From an optimization exercise on the open Yosys and OpenROAD flow, aimed at small area, a short achievable clock period and few clock cycles; shortcuts taken in it are not production practice. Function was checked by simulation only, so behaviour that the tests miss may differ from the original. No activity file was given, so power comes from the tool's default toggle rates.

// trail_fade_strip_renderer_top
module trail_fade_strip_renderer_top (
  input  logic        clk,
  input  logic        rst,
  input  logic        s_tvalid,
  output logic        s_tready,
  input  logic [31:0] s_tdata,   
  input  logic        s_tuser,   
  output logic        m_tvalid,
  input  logic        m_tready,
  output logic [31:0] m_tdata,   
  output logic        m_tuser,   
  output logic        m_tlast,
  input  logic        cfg_we,
  input  logic        cfg_index,
  input  logic [7:0]  cfg_data
);
  logic [1:0]  color_select;
  logic [7:0]  repeat_limit;
  logic [5:0]  wp;
  logic        full;
  logic [8:0]  last_x;
  logic [7:0]  last_y;
  logic        last_valid;
  logic [7:0]  repeat_count;
  logic        rdy_render;
  logic        i_v;
  logic        i_r;
  logic        st;
  logic        st_next;
  logic        upd;
  logic [8:0]  cur_x;
  logic [7:0]  cur_y;
  logic        cur_valid;
  logic        cur_sat;
  logic [16:0] i_d;
  logic        pend_v;
  logic [5:0]  pend_wp;
  logic        pend_wrap;
  logic [8:0]  start;
  logic [6:0]  start_hi1;
  logic        lap;
  logic        accept;
  logic        acc_add;
  logic        acc_render;
  logic        i_add;
  logic        i_render;
  logic        store;
  logic        stall;
  logic        commit;
  logic [63:0] wp_dec;
  logic [63:0] hits;
  logic [575:0] all_x;
  logic [511:0] all_y;
  logic [63:0] emit_owed;
  logic [63:0] owed_next;
  logic [63:0] phits;
  logic        wp_inc;
  logic [5:0]  wp_n;
  logic [63:0] win;
  logic        emit_free;
  logic        load;
  logic [5:0]  load_wp;
  ...
For scale: roughly 5,000 cells after synthesis, about 83 I/O pins, roughly 67,000 µm² of cells after synthesis.
export LEC_CHECK = 0
export ABC_CLOCK_PERIOD_IN_PS = 3000
export CAP_MARGIN = 20
export CORE_MARGIN = 2
export CORE_UTILIZATION = 40
export SETUP_SLACK_MARGIN = 4.0
export SLEW_MARGIN = 20
create_clock -name core_clock -period 7.5 [get_ports {clk}]
run.sh (not shown) runs the stock make flow with config.mk's settings and CLKGATE_MAP_FILE= SYNTH_SCRIPT=/design/flow/synth_recipe.tcl, a recipe that flattens the netlist after the stock synthesis.
The baseline completed without violations.
Testbench counts at the start, summed over its fixed seeds: cycles 10,344.
Then changed:
--- a/flow/config.mk
+++ b/flow/config.mk
@@ -11,2 +11,4 @@
 export CORE_UTILIZATION = 40
+export CTS_CLUSTER_DIAMETER = 100
+export CTS_CLUSTER_SIZE = 25
 export SETUP_SLACK_MARGIN = 4.0
- setup slack got worse by 0.085 ns
- count of clock-buffer cells in the layout is lower by 116
- synthesized area is unchanged
- final cell count decreases by about 2.3%
- wire length shrinks by about 0.8%
- sequential share of layout area went up by 2.0 points
- global-route usage drops by 0.35 points
- total power falls by 17%
- cell area falls by 3.6%
- via count came out lower by 1.6%
Then changed:
--- a/flow/config.mk
+++ b/flow/config.mk
@@ -13,2 +13,3 @@
 export CTS_CLUSTER_SIZE = 25
+export PLACE_DENSITY = 0.68
 export SETUP_SLACK_MARGIN = 4.0
Outcome:
- total power came out lower by 0.30%
- clock power is about the same
- worst hold slack is worse by 0.011 ns
- global-route usage went down by 0.97 points
- count of clock-buffer cells in the layout went up by 2
- maximum frequency increases by 0.90%
- setup slack gets better by 0.032 ns

trail_fade_strip_renderer_top, a different RTL version from the one above (not shown whole).
Size in the first run: ~5100 cells after synthesis, ~83 I/O pins, ~66000 um2 of cells after synthesis.
clock: 7.5 ns
lec_check: 0
abc_clock_period_in_ps: 3000
cap_margin: 20
core_margin: 2
core_utilization: 40
cts_cluster_diameter: 60
cts_cluster_size: 22
setup_slack_margin: 4.0
slew_margin: 20
The starting point went through all stages and came out clean.
Testbench counts at the start, summed over its fixed seeds: cycles 10,344.
Next try:
Settings changed: CTS_CLUSTER_DIAMETER 60 to 100, CTS_CLUSTER_SIZE 22 to 25.
What happened:
- via count drops by 0.96%
- first-iteration DRC count drops by 0.94%
- die area is unchanged
- cell area drops by 2.4%
- worst setup slack improves by 0.029 ns
Next try:
Settings changed: SETUP_SLACK_MARGIN 4.0 to 4.2.
Outcome: The changed run produced a clean layout. Design area rises by 1.2%. Global-route usage rises by 0.52 points. Die area stays the same. Via count rises by about 0.75%.
Next try:
Settings changed: CTS_CLUSTER_DIAMETER 100 to 50, CTS_CLUSTER_SIZE 25 to 18, SETUP_SLACK_MARGIN 4.2 to 4.0.
Via count rises by 0.43%. Die area is unchanged. Setup slack got worse by 0.089 ns. Wire length drops by 1.0%. Utilization increases by 1.1 points.

==> afterwards: timing with drivers on the ports <==
The results above use ideal ports. As a check the final layouts listed here were re-extracted and re-timed, cells and wires unchanged. Step 1, drivers: a clkbuf_16 drives clk and a buf_2 each remaining input, both assumed. Step 2 moves the port delays by t, midway between the first and last clock arrival at a register: inputs arrive t later, outputs are due t later. That takes back most of the time a late clock gives input paths. a / b / c = ideal / step 1 / step 2; a / b = the first two.
run | shift t [ns] | setup slack, ns | worst setup path after step 2 | cell pins on the clock port's net
the first run of note 1 | 0.889 | 3.947 / 3.947 / 3.567 | input to register | 1
the second run of note 1 | 0.812 | 3.862 / 3.862 / 3.555 | input to register | 1
the third run of note 1 | 0.821 | 3.894 / 3.894 / 3.578 | input to register | 1
the first run of note 2 | 0.869 | 3.871 / 3.871 / 3.496 | input to register | 1
the second run of note 2 | 0.811 | 3.900 / 3.900 / 3.477 | input to register | 1
the third run of note 2 | 0.797 | 4.036 / 4.036 / 3.617 | input to register | 1
the fourth run of note 2 | 0.897 | 3.947 / 3.947 / 3.491 | input to register | 1
After both steps every run listed still meets setup and hold. For the fourth run of note 2, which loses most, drivers alone change the setup slack by 0.000 ns; drivers and shift together by -0.456 ns.
